Context: an optimization exercise on an open-source flow, tuned for small area. The choices shown serve that exercise and are no tape-out recipe. In this exercise RTL edits were held to simulation tests only and were not proved equivalent to the original. Power figures rest on the tool's default switching activity, not on a simulated workload.

==> design/flow/design.v <==
package mips_pkg;
    localparam int unsigned DATA_W = 32;
    localparam int unsigned ADDR_W = 5;
    typedef logic [4:0]  reg_idx_t;
    typedef logic [31:0] word_t;
    localparam reg_idx_t REG_ZERO = 5'd0;
    localparam reg_idx_t REG_RA   = 5'd31;
endpackage
module regfile_read_port #(
    parameter int unsigned DATA_W = mips_pkg::DATA_W,
    parameter int unsigned ADDR_W = mips_pkg::ADDR_W
) (
    input  logic                               rst,
    input  logic [(1 << ADDR_W)-1:0][DATA_W-1:0] regs,
    input  logic [ADDR_W-1:0]                  read_reg,
    output logic [DATA_W-1:0]                  read_data
);
    always_comb begin
        read_data = '0;
        if (rst || read_reg == '0)
            read_data = '0;
        else
            read_data = regs[read_reg];
    end
endmodule
module mips_regfile #(
    parameter int unsigned DATA_W = mips_pkg::DATA_W,
    parameter int unsigned ADDR_W = mips_pkg::ADDR_W
) (
    input  logic              clk,
    input  logic              rst,
    input  logic              reg_write,
    input  logic [ADDR_W-1:0] write_reg,
    input  logic [DATA_W-1:0] write_data,
    input  logic [ADDR_W-1:0] read_reg1,
    input  logic [ADDR_W-1:0] read_reg2,
    output logic [DATA_W-1:0] read_data1,
    output logic [DATA_W-1:0] read_data2
);
    localparam int unsigned DEPTH = 1 << ADDR_W;
    logic [DEPTH-1:0][DATA_W-1:0] regs;
    always_ff @(posedge clk) begin
        if (rst)
            regs <= '0;
        else if (reg_write && write_reg != '0)
            regs[write_reg] <= write_data;
    end
    regfile_read_port #(.DATA_W(DATA_W), .ADDR_W(ADDR_W)) u_port1 (
        .rst        (rst),
        .regs       (regs),
        .read_reg   (read_reg1),
        .read_data  (read_data1)
    );
    regfile_read_port #(.DATA_W(DATA_W), .ADDR_W(ADDR_W)) u_port2 (
        .rst        (rst),
        .regs       (regs),
        .read_reg   (read_reg2),
        .read_data  (read_data2)
    );
endmodule
==> design/flow/run.sh <==
#!/bin/bash
# synth_recipe.tcl (not shown) runs the flow's synth.tcl, then flattens the netlist and writes it again
# the make line also repeats each setting of config.mk as NAME=value (left out here)
make -C /OpenROAD-flow-scripts/flow DESIGN_CONFIG=/design/flow/config.mk WORK_HOME=/design/flow/orfs CLKGATE_MAP_FILE= SYNTH_SCRIPT=/design/flow/synth_recipe.tcl finish
==> design/flow/config.mk <==
export PLATFORM = sky130hd
export DESIGN_NAME = mips_regfile
export DESIGN_NICKNAME = mips_regfile
export VERILOG_FILES = /design/flow/design.v
export SDC_FILE = /design/flow/constraint.sdc
export NUM_CORES = 4
export LEC_CHECK = 0
export CAP_MARGIN = 20
export CORE_MARGIN = 2
export CORE_UTILIZATION = 45
export PLACE_DENSITY = 0.6
export SLEW_MARGIN = 20
==> design/flow/constraint.sdc <==
create_clock -name core_clock -period 6.0 [get_ports {clk}]
set_input_delay 1.2000 -clock core_clock [delete_from_list [all_inputs] [get_ports {clk}]]
set_output_delay 1.2000 -clock core_clock [all_outputs]
set_load 0.01 [all_outputs]
==> results of run 1 <==
## stage by stage
step                hold slack (ns)  setup WS (ns)
floorplan                     0.443           1.74
global placement              0.449          0.597
detailed placement            0.458          0.594
CTS                           0.466          0.586
global route                  0.482          0.414
finish                        0.467          0.443
## logic make-up after synthesis
kind of cell             Yosys count
multiplexers                    1336
buffers and inverters            544
AND/OR/NAND/NOR                 1589
adder cells (fa/ha/maj)            2
XOR/XNOR                           3
AO/OA/AOI/OAI                    547
flip-flops                      1024
## routing by layer
metal	track usage, %	part of all wire [%]	up-vias
met5	0	0	-
met3	5.31	8.6	382
li1	-	-	17769
met1	42.0	42	20575
met4	11.6	4.1	0
met2	46.0	45	1935
## cells in the mapped netlist, types with 3 or more instances
cell type | n | share of area [%]
nand3b_1 | 3 | 0.043
nor3_2 | 6 | 0.11
nand2_1 | 846 | 6.0
nor3_1 | 7 | 0.066
nor2b_1 | 35 | 0.42
inv_1 | 12 | 0.085
o21ai_0 | 9 | 0.085
dfxtp_1 | 1024 | 39
buf_6 | 11 | 0.24
o22ai_1 | 9 | 0.11
or3_1 | 11 | 0.13
a21oi_1 | 418 | 4.0
nor2_1 | 435 | 3.1
or4_1 | 3 | 0.043
nor4_4 | 7 | 0.28
o221ai_1 | 55 | 0.91
buf_1 | 72 | 0.51
buf_4 | 15 | 0.21
mux4_2 | 512 | 22
buf_2 | 85 | 0.81
nand2b_1 | 193 | 2.3
nand3_1 | 20 | 0.19
clkbuf_1 | 349 | 2.5
o22a_1 | 55 | 0.91
nor4_2 | 4 | 0.095
mux2i_1 | 823 | 16
## cell usage in the layout, fill, tap and decap left out, types with 15 or more instances in the layout
master	count
a21oi_1	417
buf_12	41
buf_4	125
clkbuf_1	29
clkbuf_16	112
clkbuf_8	30
clkdlybuf4s50_1	103
clkinv_2	15
dfxtp_1	1024
mux2i_1	823
mux4_2	512
nand2_1	838
nand2b_1	193
nor2_1	431
nor2b_1	35
o221ai_1	55
o22a_1	55
## worst reg2reg max path, stage by stage, from the launching register on
cell     delay, ns
dfxtp_1       0.34
mux2i_1       0.14
nor2_1        0.08
## area by class of cell
class	count	area share, %
multi-input cells	3477	50.9
flip-flops and latches	1024	34.6
clock buffers	171	5.61
repair buffers	279	4.91
well taps	1524	3.22
clock inverters	30	0.655
inverters	12	0.0760
diodes	6	0.0253
## how the worst min path moves through the flow
stage                   start   endpoint  slack, ns  cells past startpoint
global placement    regs[363]  regs[363]       0.45                      2
detailed placement  regs[637]  regs[637]       0.46                      2
finish              regs[292]  regs[292]       0.47                      2
CTS                 regs[637]  regs[637]       0.47                      2
floorplan           regs[159]  regs[159]       0.44                      2
global route        regs[405]  regs[405]       0.48                      2
## report_power, final
part           switching [W]  leakage [nW]  internal (W)
registers          0.0000432          8.25       0.00686
clock network        0.00296          1.83       0.00410
logic               0.000783          10.8      0.000423
total                0.00379          20.9        0.0114
==> run summary, run 1 <==
The run finished with no timing, DRC or antenna violations. For this design the top-level I/O count stands at 114. The worst path uses 92.6% of the clock period.

STA puts the critical path data required time at 4.80 ns. The logs give 6523 for the final instance count without filler cells and 0 for the remaining global-route overflow. The tools report the number of setup buffers added after CTS as 0. Summing over every cut layer, the via total after detailed routing is 40661. The logs give 51.0% for the final core area utilization and 108000 um for the sum of net half-perimeters after detailed placement. The cell count after synthesis came out at 5045. For the cell leakage power, the log shows 20.9 nW. Most used flip-flop cell after synthesis: dfxtp_1. The cell that appears most often on the critical path is clkdlybuf4s50_1.

Of the post-synthesis cell area, the part taken by muxes is 37.5%. The run gives 38.9% as the post-synthesis sequential area ratio. The wire length of the first global-routing pass is 268000 um, and the shortest clock period the worst path allows after layout is 5.56 ns. The insertion delay of the later-clocked pin in the worst-skew pair was 0.73 ns; the delay of the slowest critical-path stage was 0.67 ns. After Yosys synthesis, XOR and XNOR cells account for 0.0641% of the synthesized area.

The run gives 59200 um^2 as the post-layout instance area. The launching point of the worst reg2reg path was regs[843]. The worst register-to-register path has a setup slack of 5.30 ns. Type of the setup path with the least slack: primary input to primary output.

The critical path runs through a total of 6 cells. A synthesized cell averages 10.4 um^2. Grouping stages by cell kind, the critical path spends the most delay in simple AND/OR/NAND/NOR gates. The synthesized design contains 1024 register bits. Net count after synthesis: 5097.

The worst reg2reg path endpoint is regs[843]. For the number of antenna violations at the first check in global routing, the log shows 11. The capture point of the worst path was read_data1[12]. Setup violations remaining at the end of the flow were counted as 0.

Final wirelength: 183000 um. Measured along the y axis, the die boundary spans 346 um. Of all nets on the critical path, the largest fanout is 8. The register with the most flip-flops in the layout has 1024 of them. Counting the fill cells in the layout gives 10275. The tools report the worst-case clock skew as 0 ns. Summing the areas of all compound-gate instances in the mapped netlist gives 6.01% of the synthesized area. The worst hold path belongs to the class register to register. For this block, the initial DRC count from the detailed router was 4686. The tools report the initial core utilization as 45.3%.

Setup repair after global routing left no endpoint under its margin. The die is 346 um wide. The synthesized netlist devotes 13.1% of its cell area to simple gates.

The tools report the yosys synthesis warning count as 2. Total power for the finished layout comes to 0.0152 W. The multi-input combinational cells in the finished layout cover a total of 30100 um^2. The tools report the number of clock buffers inserted by TritonCTS as 111.

The cell area after placement was 55500 um^2; the remaining number of nets flagged by the antenna check after routing was 0. The run gives 52700 um^2 as the synthesized area. In the synthesized netlist the async set-or-reset flop fraction comes to 0%.

For the hold-fix buffer count after cts, the log shows 0. After synthesis, the largest family of logic cells by area is multiplexers. The worst slew margin relative to its limit is 22.5%.

The tools report the total placed cells including tap cells as 6316. The run gives 3 as the maximum buffer depth of the clock tree. TritonCTS built the clock tree. Number of instances resized during post-cts repair: 0. For the final routed database, the setup TNS stands at 0 ns. The clock tree synthesis step divided the H-tree into 3 levels. Dividing total power by cell area gives a power density of 256 nW/um^2. STA classifies the critical path startpoint as a primary input. The tool flagged a number of max-cap violations equal to 0.

For the DRC violation count after routing, the log shows 0. The wire length per cell was 28.0 um. In this run the worst setup path begins at read_reg1[4]. The maximum number of pins on one net before global-route repair came out at 170. The iteration count of the initial detailed-routing pass came out at 5. In the final layout, the registers with the most flip-flops are regs (1024). The root buffer cell chosen for the clock tree is clkbuf_16. In the global route stage, overall resource usage came out at 29.9%. The largest register by flop count is regs.

Based on the critical path, the design can be clocked at up to 180 MHz. The worst register-to-register path has a depth of 2. The total number of nets in the final design is 4957.

Number of hold-slack violations in the final timing report: 0. STA classifies the critical path endpoint as a primary output. The signal on the critical path passes through clkdlybuf4s50_1 > nor3_2 > nand2_1 > o21ai_0 > or3_1 > clkdlybuf4s50_1. At the end of routability-driven placement, the weighted congestion stood at 0.853. The number of max-slew violations in the final report is 0, and the share of cells above drive strength 1 is 18.5%. IR analysis of the VDD net gives a maximum drop of 220 uV. The count of different cell masters after synthesis is 47, and the count of flip-flops with a built-in enable after synthesis is 0. The transition time at the pin with the least slew margin is 1.16 ns, and the post-CTS clock slew at the launch and capture registers of the worst setup and hold paths is 0.06 ns. The fraction of the mapped netlist area in adder cells is 0.0475%, and the die outline area is 120000 um^2.

After floorplanning, the core was divided into 125 placement rows. Counting both buffers and inverters, the worst setup path holds a total of 2. The region available for standard cell placement spans 116000 um^2. For the worst setup path, the data arrival time is 4.36 ns. The average vias per placed instance is 6.23. Via count of the first global-routing pass: 39104. The highest-delay cell along the critical path is nand2_1.

In the final layout, flip-flops and latches occupy 20500 um^2. The number of I/O port buffers came out at 113. Compared with the post-synthesis result, the final layout area differs by 12.4%. For the CTS sink count, the log shows 1024.
==> inputs of run 2 (changes only) <==
--- a/design/flow/design.v
+++ b/design/flow/design.v
@@ -11,16 +11,25 @@
     parameter int unsigned ADDR_W = mips_pkg::ADDR_W
 ) (
-    input  logic                               rst,
-    input  logic [(1 << ADDR_W)-1:0][DATA_W-1:0] regs,
-    input  logic [ADDR_W-1:0]                  read_reg,
-    output logic [DATA_W-1:0]                  read_data
+    input  logic                                 rst,
+    input  logic                                 phase,
+    input  logic [(1 << ADDR_W)-1:1][DATA_W-1:0] cells,
+    input  logic [ADDR_W-1:0]                    read_reg,
+    output logic [DATA_W-1:0]                    read_data
 );
+    localparam int unsigned DEPTH = 1 << ADDR_W;
+    logic [DEPTH-1:1] sel;
+    logic [DATA_W-1:0] raw;
+    logic              flip;
     always_comb begin
-        read_data = '0;
-        if (rst || read_reg == '0)
-            read_data = '0;
-        else
-            read_data = regs[read_reg];
+        for (int i = 1; i < DEPTH; i++)
+            sel[i] = !rst && (read_reg == ADDR_W'(i));
     end
+    always_comb begin
+        raw = '0;
+        for (int i = 1; i < DEPTH; i++)
+            raw = raw | (cells[i] & {DATA_W{sel[i]}});
+    end
+    assign flip      = phase && !rst && (read_reg != '0);
+    assign read_data = raw ^ {DATA_W{flip}};
 endmodule
 module mips_regfile #(
@@ -39,14 +48,26 @@
 );
     localparam int unsigned DEPTH = 1 << ADDR_W;
-    logic [DEPTH-1:0][DATA_W-1:0] regs;
+    logic                         phase;
+    logic [DEPTH-1:1][DATA_W-1:0] cells;
+    logic [DEPTH-1:1]             wr, hold;
+    logic [DATA_W-1:0]            col;
     always_ff @(posedge clk) begin
-        if (rst)
-            regs <= '0;
-        else if (reg_write && write_reg != '0)
-            regs[write_reg] <= write_data;
+        phase <= !rst && !phase;
+    end
+    assign col = write_data ^ {DATA_W{phase}};
+    always_comb begin
+        for (int i = 1; i < DEPTH; i++) begin
+            wr[i]   = rst ||  (reg_write && write_reg == ADDR_W'(i));
+            hold[i] = rst || !(reg_write && write_reg == ADDR_W'(i));
+        end
+    end
+    always_ff @(posedge clk) begin
+        for (int i = 1; i < DEPTH; i++)
+            cells[i] <= ~(({DATA_W{hold[i]}} | col) & (cells[i] | {DATA_W{wr[i]}}));
     end
     regfile_read_port #(.DATA_W(DATA_W), .ADDR_W(ADDR_W)) u_port1 (
         .rst        (rst),
-        .regs       (regs),
+        .phase      (phase),
+        .cells      (cells),
         .read_reg   (read_reg1),
         .read_data  (read_data1)
@@ -54,5 +75,6 @@
     regfile_read_port #(.DATA_W(DATA_W), .ADDR_W(ADDR_W)) u_port2 (
         .rst        (rst),
-        .regs       (regs),
+        .phase      (phase),
+        .cells      (cells),
         .read_reg   (read_reg2),
         .read_data  (read_data2)
==> run 2 against run 1 <==
Effect of this change:
- the layout now fails its checks (setup timing)
- combinational power rose by about 80%
- core utilization rose by 3.8 points
- clock power rose by 3%
- fmax fell by 9.3%
- setup slack got worse by 0.57 ns
- wire length rose by 58%
- critical path depth rose by 5
- flip-flop and latch count fell by 31
- total power rose by 13%
- die area fell by 21%
- clock skew rose by 0.035 ns
- via count rose by 21%
- critical endpoint is now read_data1[30]
- largest cell class unchanged
- largest power group is now registers
==> run summary, run 2 <==
The flow ran to the end, but the layout failed its checks. The layout checks failed on setup timing. Kind of path behind the tightest hold check: register to register. Clock tree synthesis selected as its root buffer the cell clkbuf_16.

The sequential cells in the finished layout cover a total of 19900 um^2. Final instance count without filler cells: 5689. Of the synthesized area, sequential elements account for 47.9%. In this run the most used layer during global routing was met2.

The run gives 0 as the number of max-slew violations in the final report. By instance count, the leading cell after synthesis is o22ai_1. The largest registers in the layout are cells (992), phase (1).

The worst pin sits at a relative slew slack of 15.9%. The count of flip-flops with a built-in enable after synthesis is 0, and the insertion delay of the later-clocked pin in the worst-skew pair is 0.74 ns. Net switching is 28.5% of the power.

Number of placed I/O pins: 114. The sum of net half-perimeters after detailed placement came out at 167000 um. Number of setup buffers added after CTS: 0.

Counting flops with an async set or reset pin after synthesis yields a share of 0%. For the via count of the first global-routing pass, the log shows 44112. Met3 track demand over resource: 32.3%.

No sink is reached through more buffers than the 3 on the longest clock path. The total placed cells including tap cells is 5466. In the layout the commonest cells are 994 x o22ai_1, 992 x dfxtp_1, 702 x a22oi_1. The tools report the peak supply drop as 230 uV.

The die outline area is 94600 um^2. Cells fill 54.8% of the core in the end. For the pin with the worst max-slew slack, the measured transition is 1.26 ns.

Ranked by instance count, the synthesized netlist is headed by 994 x o22ai_1, 993 x dfxtp_1, 702 x a22oi_1. The iteration count of the initial detailed-routing pass was 10; the hold-fix buffer count after cts was 0. In the post-synthesis netlist, the biggest area contributors are dfxtp_1 48%, o22ai_1 15%, a22oi_1 13%, clkbuf_1 3.5%, and3_1 2.2%.

The fill cell total of the finished layout is 8405. The tools report the cell leakage power as 19.2 nW. The logs give 3 for the number of H-tree levels and 74.3% for the met2 layer usage reported by global route. The most used flip-flop cell after synthesis is dfxtp_1. Highest-delay cell along the critical path: and2_1.

In the routed layout, each cell is associated on average with a via count of 8.66. In this run, the number of DRC markers left after iteration 0 of detailed routing was 11070. The endpoint arrival time on the critical path is 4.93 ns, and the fraction of synthesized cell area taken by the top area cell type is 47.9%. Summing all multi-input logic gate instances after layout gives 20300 um^2. For the number of clock buffers inserted by TritonCTS, the log shows 105.

The maximum achievable frequency was 163 MHz; the average cell area after synthesis was 9.60 um^2. The routing usage on met1 is 73.5%, and the synthesized area is 41500 um^2. The worst setup path is captured at a primary output. The signal on the critical path passes through clkdlybuf4s50_1 > buf_12 > nor2_2 > and2_1 > buf_4 > a22oi_1 > nand4_1 > nor4_4 > buf_4 > xor2_1 > clkdlybuf4s50_1. The shortest clock period the worst path allows after layout is 6.13 ns, and the total net switching power is 0.00486 W. In the final design database the tool counted 4437 nets. Largest register by flop count: cells. For this run, design rule violations remaining after detail routing come to 0.

Across the routed clock network, the largest skew measured is 0.0351 ns. The post-synthesis register bit count came out at 993. Before CTS, the worst setup slack after placement is -0.0577 ns. Max-cap violations in this run came to 0. In this run the vertical extent of the chip is 308 um.

The CTS sink count is 993. Per report_power, the combinational group accounts for 12.7% of the total. During placement, the flow inserted port buffers numbering 113. Post-CTS clock slew at the launch and capture registers of the worst setup and hold paths: 0.06 ns.

Of the cells placed in the final design, the portion with a size suffix greater than 1 is 18.0%. The initial core utilization is 45.3%, and the final setup violation count is 12. Entering global routing, the biggest net connects 38 pins. The worst setup path is launched from a primary input.

The tools report the count of different cell masters after synthesis as 65. Detailed routing inserted a total of 49255 vias. The register with the most flip-flops in the layout has 992 of them. In the synthesized netlist, the number of instances is 4322. The type of the setup path with the least slack was primary input to primary output.

The largest total area in the synthesized netlist belongs to dfxtp_1. The wire length per cell came out at 50.9 um. For the number of antenna violations at the first check in global routing, the log shows 25. Global routing finished with a remaining overflow of 0. The tools report the number of hold-slack violations in the final timing report as 0.

The tools report the final wirelength as 289000 um. Across every metal layer, demand over resource in global routing totals 58.8%. The clock network is responsible for 42.4% of the overall power.

Dividing total power by cell area gives a power density of 341 nW/um^2. TritonCTS built the clock tree. Sequential cells account for 44.9% of the total power. Most common library cell in the layout ignoring fill and taps: o22ai_1.

Relative area change from synthesis to final layout: 20.9%. The routability congestion estimate was 1.04; the aggregate negative setup slack was -0.694 ns. The die width was 308 um. For this run, the slowest stage of the critical path takes 0.95 ns. The internal portion of the total power is 0.0122 W.

The count of nets left with antenna violations once routing finished came out at 0. The final worst setup slack was -0.129 ns; the wire length of the first global-routing pass was 380000 um. The number of nets handed over by synthesis was 4372.

The tightest hold path in the finished design has a slack of 0.476 ns. The peak fanout along the critical path came out at 8. For the area of the placeable core, the log shows 91500 um^2. The final critical path takes up 102% of the cycle. The number of rows in the core area came out at 111. Setup repair after global routing left no endpoint under its margin. Yosys printed 2 warnings. The run gives 4.80 ns as the data required time at the worst endpoint.
-- run 2: cell count changes after synthesis, sizes merged, moves of 145 or more --
cell and delta:
nand2b -186, mux4 -511, and3 +145, nor2 -407, nand2 -773, a21oi -410, a22oi +702, o22ai +985
mux2i -749
-- run 2: cell families (layout without fill, tap and decap cells) --
kind of cell | count (synthesis) | count (layout) | share of synthesized area [%]
AOI/OAI and AO/OA | 1900 | 1900 | 31.9
xor gates and xnor gates | 96 | 96 | 2.05
muxes | 131 | 131 | 3.36
DFF | 993 | 993 | 47.9
buffers and inverters | 537 | 688 | 5.32
other | 0 | 30 | 0
and+or+nand+nor | 665 | 665 | 9.42
-- run 2: area by class of cell --
class / count / area share, %
tap: 1186 / 2.96
clock inverter: 33 / 1.12
multi-input combinational: 2792 / 40.5
clock buffer: 160 / 6.32
timing repair buffer: 495 / 9.32
antenna: 30 / 0.150
sequential: 993 / 39.7
-- run 2: what timing repair did --
item,CTS,global route
pin swaps,1,3
gates resized for setup,7,9
cloned,0,0
setup endpoints to repair,6,23
endpoints found under the hold margin,0,0
-- run 2: through the flow --
step | instance area [um^2] | power, W
after floorplan | 41500 | 0.00868
after global placement | 46200 | 0.00976
after detailed placement | 46200 | 0.00978
after CTS | 50000 | 0.0168
after global routing | 50100 | 0.0172
final | 50100 | 0.0171
-- run 2: worst paths after layout --
| path | start | to | slack [ns] | cells after the start |
|---|---|---|---|---|
| worst max-delay path | read_reg1[2] | read_data1[30] | -0.13 | 11 |
| worst min-delay path | cells[539] | cells[539] | 0.48 | 1 |
| worst max register to register | phase | cells[775] | 4.00 | 4 |
| worst min register to register | cells[539] | cells[539] | 0.48 | 1 |
-- run 2: worst max-delay path: cells and delay by family --
kind,cells,cell delay [ns]
compound gates,1,0.12
xor+xnor,1,0.14
buf+inv,5,1.72
simple gates,4,1.72
-- run 2: power groups by stage --
stage	Sequential, W	Clock (W)	Combinational (W)
finish	0.00766	0.00724	0.00218
CTS	0.00762	0.00710	0.00203
detailed placement	0.00776	0	0.00202
global placement	0.00776	0	0.00200
global route	0.00770	0.00737	0.00216
floorplan	0.00757	0	0.00111
-- run 2: routing by layer --
metal  share of wire (%)  vias up  wire length, um
met5                0.12        -              340
met4                  10       23            29000
met3                  19     2000            54800
met2                  36     6113           104000
met1                  35    23568           102000
li1                    -    17551                -

-- port drivers added, routing unchanged --
In the flow no input, the clock included, has a driving cell. The finished layouts below were timed again as built, in two steps. Step 1 assumes that a clkbuf_16 drives the clock port and a buf_2 every other input. Step 2, shift: input delay + t, output delay - t, t = (earliest + latest rising clock arrival at the registers) / 2. This alone moves slack from input paths to output paths. a / b / c = ideal / step 1 / step 2; a / b = the first two.
run	t (ns)	slack for setup (ns)	hold slack, ns
run 1	0.787	0.443 / 0.420 / 0.420	0.467 / 0.467 / 0.467
run 2	0.803	-0.129 / -0.152 / -0.152	0.476 / 0.476 / 0.476
